Source: an optimization exercise on an open RTL-to-GDS flow (aim: small area, a short achievable clock period and few clock cycles). Production flows keep margins and buffers that such runs may drop.
In this exercise RTL edits were held to simulation tests only and were not proved equivalent to the original.
Power figures rest on the tool's default switching activity, not on a simulated workload.

[design.v]
`timescale 1ns / 1ps
package mexp_pkg;
	localparam int unsigned FIELD_BITS = 32;
endpackage
`timescale 1ns / 1ps
module mexp_unit #(
	parameter int W = 32
) (
	input  logic         bit_i,
	input  logic [W-1:0] r_i,
	input  logic [W-1:0] a_i,
	input  logic [W-1:0] m_i,
	output logic [W-1:0] y_o
);
	localparam int X = W + 3;
	logic [X-1:0] r2, p, nm1, nm2;
	logic [X-1:0] s1, c1, s2, c2;
	logic [X-1:0] t, x1, x2;
	assign r2  = {2'b00, r_i, 1'b0};
	assign p   = bit_i ? {3'b000, a_i} : '0;
	assign nm1 = ~{3'b000, m_i};
	assign nm2 = ~{2'b00, m_i, 1'b0};
	assign s1 = r2 ^ p ^ nm1;
	assign c1 = {((r2[X-2:0] & p[X-2:0]) | (r2[X-2:0] & nm1[X-2:0]) | (p[X-2:0] & nm1[X-2:0])), 1'b1};
	assign s2 = r2 ^ p ^ nm2;
	assign c2 = {((r2[X-2:0] & p[X-2:0]) | (r2[X-2:0] & nm2[X-2:0]) | (p[X-2:0] & nm2[X-2:0])), 1'b1};
	mexp_add u_t  (.a(r2), .b(p),  .ci(1'b0), .y(t));
	mexp_add u_x1 (.a(s1), .b(c1), .ci(1'b0), .y(x1));
	mexp_add u_x2 (.a(s2), .b(c2), .ci(1'b0), .y(x2));
	always_comb begin
		if (!x2[X-1]) begin
			y_o = x2[W-1:0];
		end else if (!x1[X-1]) begin
			y_o = x1[W-1:0];
		end else begin
			y_o = t[W-1:0];
		end
	end
endmodule
module mexp_add (
	input  logic [34:0] a,
	input  logic [34:0] b,
	input  logic        ci,
	output logic [34:0] y
);
	logic [34:0] p, g0;
	assign p = a ^ b;
	assign g0 = {a[34:1] & b[34:1], (a[0] & b[0]) | (ci & (a[0] | b[0]))};
	logic g1_1;
	assign g1_1 = g0[1] | (p[1] & g0[0]);
	logic g1_3;
	assign g1_3 = g0[3] | (p[3] & g0[2]);
	logic p1_3;
	assign p1_3 = p[3] & p[2];
	logic g1_5;
	assign g1_5 = g0[5] | (p[5] & g0[4]);
	logic p1_5;
	assign p1_5 = p[5] & p[4];
	logic g1_7;
	assign g1_7 = g0[7] | (p[7] & g0[6]);
	logic p1_7;
	assign p1_7 = p[7] & p[6];
	logic g1_9;
	assign g1_9 = g0[9] | (p[9] & g0[8]);
	logic p1_9;
	assign p1_9 = p[9] & p[8];
	logic g1_11;
	assign g1_11 = g0[11] | (p[11] & g0[10]);
	logic p1_11;
	assign p1_11 = p[11] & p[10];
	logic g1_13;
	assign g1_13 = g0[13] | (p[13] & g0[12]);
	logic p1_13;
	assign p1_13 = p[13] & p[12];
	logic g1_15;
	assign g1_15 = g0[15] | (p[15] & g0[14]);
	logic p1_15;
	assign p1_15 = p[15] & p[14];
	logic g1_17;
	assign g1_17 = g0[17] | (p[17] & g0[16]);
	logic p1_17;
	assign p1_17 = p[17] & p[16];
	logic g1_19;
	assign g1_19 = g0[19] | (p[19] & g0[18]);
	logic p1_19;
	assign p1_19 = p[19] & p[18];
	logic g1_21;
	assign g1_21 = g0[21] | (p[21] & g0[20]);
	logic p1_21;
	assign p1_21 = p[21] & p[20];
	logic g1_23;
	assign g1_23 = g0[23] | (p[23] & g0[22]);
	logic p1_23;
	assign p1_23 = p[23] & p[22];
	logic g1_25;
	assign g1_25 = g0[25] | (p[25] & g0[24]);
	logic p1_25;
	assign p1_25 = p[25] & p[24];
	logic g1_27;
	assign g1_27 = g0[27] | (p[27] & g0[26]);
	logic p1_27;
	assign p1_27 = p[27] & p[26];
	logic g1_29;
	assign g1_29 = g0[29] | (p[29] & g0[28]);
	logic p1_29;
	assign p1_29 = p[29] & p[28];
	logic g1_31;
	assign g1_31 = g0[31] | (p[31] & g0[30]);
	logic p1_31;
	assign p1_31 = p[31] & p[30];
	logic g1_33;
	assign g1_33 = g0[33] | (p[33] & g0[32]);
	logic p1_33;
	assign p1_33 = p[33] & p[32];
	logic g2_3;
	assign g2_3 = g1_3 | (p1_3 & g1_1);
	logic g2_7;
	assign g2_7 = g1_7 | (p1_7 & g1_5);
	logic p2_7;
	assign p2_7 = p1_7 & p1_5;
	logic g2_11;
	assign g2_11 = g1_11 | (p1_11 & g1_9);
	logic p2_11;
	assign p2_11 = p1_11 & p1_9;
	logic g2_15;
	assign g2_15 = g1_15 | (p1_15 & g1_13);
	logic p2_15;
	assign p2_15 = p1_15 & p1_13;
	logic g2_19;
	assign g2_19 = g1_19 | (p1_19 & g1_17);
	logic p2_19;
	assign p2_19 = p1_19 & p1_17;
	logic g2_23;
	assign g2_23 = g1_23 | (p1_23 & g1_21);
	logic p2_23;
	assign p2_23 = p1_23 & p1_21;
	logic g2_27;
	assign g2_27 = g1_27 | (p1_27 & g1_25);
	logic p2_27;
	assign p2_27 = p1_27 & p1_25;
	logic g2_31;
	assign g2_31 = g1_31 | (p1_31 & g1_29);
	logic p2_31;
	assign p2_31 = p1_31 & p1_29;
	logic g3_7;
	assign g3_7 = g2_7 | (p2_7 & g2_3);
	logic g3_15;
	assign g3_15 = g2_15 | (p2_15 & g2_11);
	logic p3_15;
	assign p3_15 = p2_15 & p2_11;
	logic g3_23;
	assign g3_23 = g2_23 | (p2_23 & g2_19);
	logic p3_23;
	assign p3_23 = p2_23 & p2_19;
	logic g3_31;
	assign g3_31 = g2_31 | (p2_31 & g2_27);
	logic p3_31;
	assign p3_31 = p2_31 & p2_27;
	logic g4_15;
	assign g4_15 = g3_15 | (p3_15 & g3_7);
	logic g4_31;
	assign g4_31 = g3_31 | (p3_31 & g3_23);
	logic p4_31;
	assign p4_31 = p3_31 & p3_23;
	logic g5_31;
	assign g5_31 = g4_31 | (p4_31 & g4_15);
	logic g9_23;
	assign g9_23 = g3_23 | (p3_23 & g4_15);
	logic g10_11;
	assign g10_11 = g2_11 | (p2_11 & g3_7);
	logic g10_19;
	assign g10_19 = g2_19 | (p2_19 & g4_15);
	logic g10_27;
	assign g10_27 = g2_27 | (p2_27 & g9_23);
	logic g11_5;
	assign g11_5 = g1_5 | (p1_5 & g2_3);
	logic g11_9;
	assign g11_9 = g1_9 | (p1_9 & g3_7);
	logic g11_13;
	assign g11_13 = g1_13 | (p1_13 & g10_11);
	logic g11_17;
	assign g11_17 = g1_17 | (p1_17 & g4_15);
	logic g11_21;
	assign g11_21 = g1_21 | (p1_21 & g10_19);
	logic g11_25;
	assign g11_25 = g1_25 | (p1_25 & g9_23);
	logic g11_29;
	assign g11_29 = g1_29 | (p1_29 & g10_27);
	logic g11_33;
	assign g11_33 = g1_33 | (p1_33 & g5_31);
	logic g12_2;
	assign g12_2 = g0[2] | (p[2] & g1_1);
	logic g12_4;
	assign g12_4 = g0[4] | (p[4] & g2_3);
	logic g12_6;
	assign g12_6 = g0[6] | (p[6] & g11_5);
	logic g12_8;
	assign g12_8 = g0[8] | (p[8] & g3_7);
	logic g12_10;
	assign g12_10 = g0[10] | (p[10] & g11_9);
	logic g12_12;
	assign g12_12 = g0[12] | (p[12] & g10_11);
	logic g12_14;
	assign g12_14 = g0[14] | (p[14] & g11_13);
	logic g12_16;
	assign g12_16 = g0[16] | (p[16] & g4_15);
	logic g12_18;
	assign g12_18 = g0[18] | (p[18] & g11_17);
	logic g12_20;
	assign g12_20 = g0[20] | (p[20] & g10_19);
	logic g12_22;
	assign g12_22 = g0[22] | (p[22] & g11_21);
	logic g12_24;
	assign g12_24 = g0[24] | (p[24] & g9_23);
	logic g12_26;
	assign g12_26 = g0[26] | (p[26] & g11_25);
	logic g12_28;
	assign g12_28 = g0[28] | (p[28] & g10_27);
	logic g12_30;
	assign g12_30 = g0[30] | (p[30] & g11_29);
	logic g12_32;
	assign g12_32 = g0[32] | (p[32] & g5_31);
	logic g12_34;
	assign g12_34 = g0[34] | (p[34] & g11_33);
	assign y[0] = p[0] ^ ci;
	assign y[1] = p[1] ^ g0[0];
	assign y[2] = p[2] ^ g1_1;
	assign y[3] = p[3] ^ g12_2;
	assign y[4] = p[4] ^ g2_3;
	assign y[5] = p[5] ^ g12_4;
	assign y[6] = p[6] ^ g11_5;
	assign y[7] = p[7] ^ g12_6;
	assign y[8] = p[8] ^ g3_7;
	assign y[9] = p[9] ^ g12_8;
	assign y[10] = p[10] ^ g11_9;
	assign y[11] = p[11] ^ g12_10;
	assign y[12] = p[12] ^ g10_11;
	assign y[13] = p[13] ^ g12_12;
	assign y[14] = p[14] ^ g11_13;
	assign y[15] = p[15] ^ g12_14;
	assign y[16] = p[16] ^ g4_15;
	assign y[17] = p[17] ^ g12_16;
	assign y[18] = p[18] ^ g11_17;
	assign y[19] = p[19] ^ g12_18;
	assign y[20] = p[20] ^ g10_19;
	assign y[21] = p[21] ^ g12_20;
	assign y[22] = p[22] ^ g11_21;
	assign y[23] = p[23] ^ g12_22;
	assign y[24] = p[24] ^ g9_23;
	assign y[25] = p[25] ^ g12_24;
	assign y[26] = p[26] ^ g11_25;
	assign y[27] = p[27] ^ g12_26;
	assign y[28] = p[28] ^ g10_27;
	assign y[29] = p[29] ^ g12_28;
	assign y[30] = p[30] ^ g11_29;
	assign y[31] = p[31] ^ g12_30;
	assign y[32] = p[32] ^ g5_31;
	assign y[33] = p[33] ^ g12_32;
	assign y[34] = p[34] ^ g11_33;
endmodule
`timescale 1ns / 1ps
module modular_exponentiation #(
	parameter int OPERAND_BITS = 32
) (
	input  logic        clk,
	input  logic        arst_n,
	input  logic        s_tvalid,
	output logic        s_tready,
	input  logic [95:0] s_tdata,
	output logic        m_tvalid,
	input  logic        m_tready,
	output logic [31:0] m_tdata,
	output logic        m_tuser
);
	localparam int W = OPERAND_BITS;
	typedef enum logic [2:0] {
		S_IDLE = 3'd0,
		S_CHK  = 3'd1,
		S_SKIP = 3'd2,
		S_RUN  = 3'd3,
		S_FRST = 3'd6,
		S_DONE = 3'd4,
		S_OUT  = 3'd5
	} seq_state_t;
	seq_state_t   state_q;
	logic [W-1:0] mod_q;
	logic [W-1:0] acc_q;
	logic [W-1:0] r_q;
	logic         bit_q;
	logic         sq_q;
	logic [4:0]   cnt_q;
	logic [4:0]   eidx_q;
	logic         err_q;
	logic [W-1:0] in_b;
	logic [W-1:0] in_e;
	logic [W-1:0] step;
	logic         ebit;
	logic         last;
	assign in_b = s_tdata[31:0];
	assign in_e = s_tdata[63:32];
	assign ebit = in_e[eidx_q];
	assign last = (cnt_q == 5'd0);
	mexp_unit #(
		.W(W)
	) u_unit (
		.bit_i(bit_q),
		.r_i  (r_q),
		.a_i  (acc_q),
		.m_i  (mod_q),
		.y_o  (step)
	);
	always_ff @(posedge clk) begin
		mod_q <= s_tdata[95:64];
	end
	always_ff @(posedge clk or negedge arst_n) begin
		if (!arst_n) begin
			state_q <= S_IDLE;
		end else begin
			unique case (state_q)
				S_IDLE: begin
					if (s_tvalid) begin
						state_q <= S_CHK;
					end
				end
				S_CHK: begin
					if (mod_q == '0 || in_e == '0) begin
						state_q <= S_DONE;
					end else begin
						state_q <= S_SKIP;
					end
				end
				S_SKIP: begin
					if (ebit) begin
						state_q <= S_FRST;
					end
				end
				S_FRST: begin
					state_q <= S_RUN;
				end
				S_RUN: begin
					if (last) begin
						if (!(sq_q && ebit) && eidx_q == 5'd0) begin
							state_q <= S_DONE;
						end else begin
							state_q <= S_FRST;
						end
					end
				end
				S_DONE: begin
					state_q <= S_OUT;
				end
				S_OUT: begin
					if (m_tready) begin
						state_q <= s_tvalid ? S_CHK : S_IDLE;
					end
				end
				default: begin
					state_q <= S_IDLE;
				end
			endcase
		end
	end
	always_ff @(posedge clk) begin
		if (state_q == S_RUN) begin
			r_q <= step;
		end else if (state_q == S_FRST && (sq_q ? acc_q[W-1] : in_b[W-1])) begin
			r_q <= acc_q;
		end else begin
			r_q <= '0;
		end
	end
	always_ff @(posedge clk) begin
		unique case (state_q)
			S_CHK: begin
				err_q  <= (mod_q == '0);
				acc_q  <= (mod_q == '0) ? W'(0) : W'(1);
				eidx_q <= 5'd31;
			end
			S_SKIP: begin
				sq_q  <= 1'b0;
				if (!ebit) begin
					eidx_q <= eidx_q - 5'd1;
				end
			end
			S_FRST: begin
				cnt_q <= 5'd30;
				bit_q <= sq_q ? acc_q[W-2] : in_b[W-2];
			end
			S_RUN: begin
				if (!last) begin
					cnt_q <= cnt_q - 5'd1;
					bit_q <= sq_q ? acc_q[cnt_q - 5'd1] : in_b[cnt_q - 5'd1];
				end else begin
					acc_q <= step;
					if (sq_q && ebit) begin
						sq_q  <= 1'b0;
					end else begin
						sq_q   <= 1'b1;
						eidx_q <= eidx_q - 5'd1;
					end
				end
			end
			default: begin
			end
		endcase
	end
	assign s_tready = (state_q == S_DONE);
	assign m_tvalid = (state_q == S_OUT);
	assign m_tdata  = acc_q;
	assign m_tuser  = err_q;
endmodule
[flow/run.sh]
#!/bin/bash
# layout flow: the standard one, except that the port buffers (every input and output port still
# gets one) are the platform's smallest plain buffer instead of the delay buffer buffer_ports picks
bash standard.sh "BUFFER_PORTS_ARGS=-buffer_cell sky130_fd_sc_hd__buf_1" finish > standard.log 2>&1
[standard.sh]
#!/bin/bash
# synth_recipe.tcl (not shown) runs the flow's synth.tcl, then flattens the netlist and writes it again
# the make line also repeats each setting of config.mk as NAME=value (left out here)
make -C /OpenROAD-flow-scripts/flow DESIGN_CONFIG=/design/flow/config.mk WORK_HOME=/design/flow/orfs CLKGATE_MAP_FILE= SYNTH_SCRIPT=/design/flow/synth_recipe.tcl "${@:-finish}"
[config.mk]
export PLATFORM = sky130hd
export DESIGN_NAME = modular_exponentiation
export DESIGN_NICKNAME = modular_exponentiation
export VERILOG_FILES = /design/flow/design.v
export SDC_FILE = /design/flow/constraint.sdc
export NUM_CORES = 4
export LEC_CHECK = 0
export CAP_MARGIN = 20
export CORE_MARGIN = 2
export CORE_UTILIZATION = 40
export SETUP_SLACK_MARGIN = 2.5
export SLEW_MARGIN = 20
export TNS_END_PERCENT = 100
[constraint.sdc]
create_clock -name core_clock -period 7.0 [get_ports {clk}]
set_input_delay 1.4000 -clock core_clock [delete_from_list [all_inputs] [get_ports {clk}]]
set_output_delay 1.4000 -clock core_clock [all_outputs]
set_load 0.01 [all_outputs]
==> run summary <==
## worst min-delay path: cells and delay by family (launching register included)
kind	cells	cell delay, ns
AOI/OAI and AO/OA	1	0.06
and+or+nand+nor	1	0.06
DFF	1	0.40
## worst min path at each step
stage / from / end / slack, ns / cells after the start
finish: acc_q[11] / r_q[11] / 0.55 / 2
global route: acc_q[14] / r_q[14] / 0.58 / 2
CTS: acc_q[12] / r_q[12] / 0.55 / 2
detailed placement: acc_q[12] / r_q[12] / 0.53 / 2
global placement: acc_q[12] / r_q[12] / 0.53 / 2
floorplan: acc_q[11] / r_q[11] / 0.54 / 2
## state kept, by name (all words and copies together), names as in the netlist
register,count
bit_q,1
acc_q,32
r_q,32
eidx_q,5
state_q,3
cnt_q,5
mod_q,32
err_q,1
sq_q,1
## per-stage QoR
step                      cell area [µm²]  cells  hold slack, ns  worst slack [ns]
after CTS                           12600   1636           0.553              2.49
final                               12800   1649           0.546              2.60
after global placement              12000   1615           0.532              2.08
after detailed placement            12000   1615           0.533              1.96
after global routing                12800   1649           0.583              2.44
after floorplan                     11200   1130           0.541              2.55
## what timing repair did
item,CTS,global route
setup buffers,3,12
cloned,2,1
endpoints found under the setup margin,46,49
endpoints found under the hold margin,0,0
pin swaps,6,31
resized for setup,29,45
## layout by cell type, fill, tap and decap left out, types with 20 or more instances in the layout
cell,n
inv_1,178
buf_1,134
fa_1,100
nand2_1,88
ha_1,88
dfxtp_1,64
nor2_1,62
a21o_1,45
mux2i_1,45
edfxtp_1,45
xnor2_1,37
a21oi_1,36
mux4_2,30
o21ai_0,24
o21ai_1,24
xor2_1,22
buf_4,20
## final cells by class
class	count	area (µm²)	area share, %
clock buffer	10	239	1.86
clock inverter	6	41.3	0.321
inverter	180	676	5.26
multi-input combinational	802	7910	61.5
sequential	112	2710	21.1
tap	378	473	3.68
timing repair buffer	161	805	6.26
## kinds of logic after synthesis
logic type                 synth area share (%)
AOI/OAI and AO/OA                          10.8
xor gates and xnor gates                   5.23
adders and majority gates                  28.4
buffers and inverters                      7.79
DFF                                        24.3
and+or+nand+nor                            11.4
muxes                                      12.1
## where the power goes
part / total (W) / switching (W) / internal (W)
clock: 0.000524 / 0.000269 / 0.000254
combinational: 0.00427 / 0.00237 / 0.00190
sequential: 0.00105 / 0.000195 / 0.000856
## per-layer routing
| layer | vias to the layer above | routed length [µm] | share of wire [%] | track usage, % |
|---|---|---|---|---|
| met5 | - | 0 | 0 | 0 |
| met2 | 271 | 14400 | 46 | 35.8 |
| met1 | 4254 | 14300 | 46 | 30.6 |
| met4 | 0 | 718 | 2.3 | 5.82 |
| met3 | 42 | 1720 | 5.5 | 3.05 |
| li1 | 4113 | - | - | - |
==> flow_summary.yaml <==
run_status:
  outcome: "timing/DRC/antenna clean"
yosys:
  synth.avg_cell_area_um2: 9.87
  synth_largest_area_cell: "fa_1"
  synthFlopType: "dfxtp_1"
  synthArstFlopShare_pct: 2.68
  synth_nets: 1422
  netlist_area_um2: 11200
  ys_seq_area_share_pct: 24.3
  synthTopCellsByCount: "179 x inv_1, 101 x fa_1, 96 x nand2_1, 91 x ha_1, 64 x dfxtp_1"
  synth_enable_flop_cells: 45
  post-synth-top-count-cell: "inv_1"
  synth_warnings: 2
  netlist_instances: 1130
  synth_top_area_share_pct: 18.1
  synth_seq_cells: 112
  ys_types: 73
  synth.area.top_cells: "fa_1 18%, edfxtp_1 12%, dfxtp_1 11%, ha_1 10%, mux4_2 6.1%"
layout:
  diodes: 0
  nFillCells: 2687
  area_growth_pct: 15.2
  nets: 1558
  final_core_util_pct: 46.5
  drive_gt1_share_pct: 12.1
route:
  ant_nets: 0
  routedWlPerCell_um: 18.9
  routed_wl_um: 31100
  vias: 8680
  drt_iter0_drc: 604
  drcViolationCount: 0
  viasPerCell: 5.26
  drt_first_pass_iters: 5
grt:
  antenna_found_initial: 0
  grt_pass1_vias: 8843
  grt_util_all_layers_pct: 21.9
  grt_max_degree: 66
  grt_pass1_wl_um: 48300
  grt_overflow: 0
setup_path:
  regToRegSetupSlack_ns: 2.60
  cp_num_cells: 16
  reg2reg_depth: 16
  cp_cell_sequence: "buf_12 -> buf_12 -> and2_1 -> ha_1 -> a21o_1 -> a31oi_1 -> o31ai_4 -> a31oi_4 -> nor4b_4 -> o41ai_4 -> o21ai_1 -> o41a_1 -> fa_1 -> mux2_2 -> mux2i_2 -> nor2_1"
  crit_slowest_cell: "fa_1"
  cpPeakStageDelay_ns: 0.45
  critical_path_class: "flop to flop"
  crit_top_cell: "buf_12"
  cpLargestDelayFamily: "compound AO/OA/AOI/OAI gates"
  timing.rr.end: "acc_q[30]"
  rr_startpoint: "bit_q"
  end_kind: "flop"
  cp-endpoint: "acc_q[30]"
  arrival_ns: 4.49
  cp_data_required_time_ns: 7.10
  start_kind: "flop"
  crit_fanout: 5
  worst-path-buf-inv: 2
  crit_start: "bit_q"
timing:
  slew_headroom_pct: 43.6
  hold_viol_final: 0
  post-route-period-util_pct: 62.8
  worstMarginPinSlew_ns: 0.846
  setup_tns_ns: 0
  drv_slew: 0
  rsz0062_at_grt: "yes"
  setup_viol: 0
  max_freq_ghz: 0.227
  finClkSkew_ns: 0.0122
  finalWorstPathRequiredPeriod_ns: 4.40
flow_run:
  maxCapViolations: 0
die:
  io_pins: 135
  dieWidth_um: 171
  fp.coreArea_um2: 27600
  num_rows: 61
  die-area_um2: 29200
  start_util_pct: 40.4
  die_y_um: 171
cts:
  numCtsBuffers: 9
  clkTransAtPathRegs_ns: 0.08
  cts_tree: "done"
  clock_sinks: 112
  h-tree-depth: 3
  clockRootBuffer: "clkbuf_16"
  insertion_delay_ns: 0.37
  postCtsHoldBufs: 0
  cts.path.max_buffers: 2
pwr:
  p_leak_nw: 5.81
  p_per_area_nw_per_um2: 455
  peakVddDrop_mv: 0.242
  total_power_w: 0.00584
placement:
  dp_hpwl_um: 24200
  io_buffers: 134
  place_congestion: 0.889
min_path:
  min_path_type: "flop to flop"
Testbench counts, summed over its fixed seeds: cycles 282,571.

what the ideal ports hide:
Ports are ideal in the flow. The routed layout listed here was re-timed in OpenROAD.
Step 1, drivers: a clkbuf_16 drives clk and a buf_2 each remaining input, both assumed.
Step 2 adds t to the input delays and takes it off the output delays; t is the mean of the earliest and latest rising clock arrival at the registers after step 1. Input paths then give back, and output paths get back, about the clock's delay inside the block.
Slacks: ideal ports / drivers / drivers and shift; pairs: ideal ports / drivers.
t (ns): 0.413
setup WS [ns]: 2.602 / 2.602 / 2.602
worst hold slack (ns): 0.546 / 0.546 / 0.546
worst setup path after step 2: register to register
After both steps setup and hold are still met in this run. The setup slack of this run moves by 0.000 ns with the drivers and by 0.000 ns with both steps.
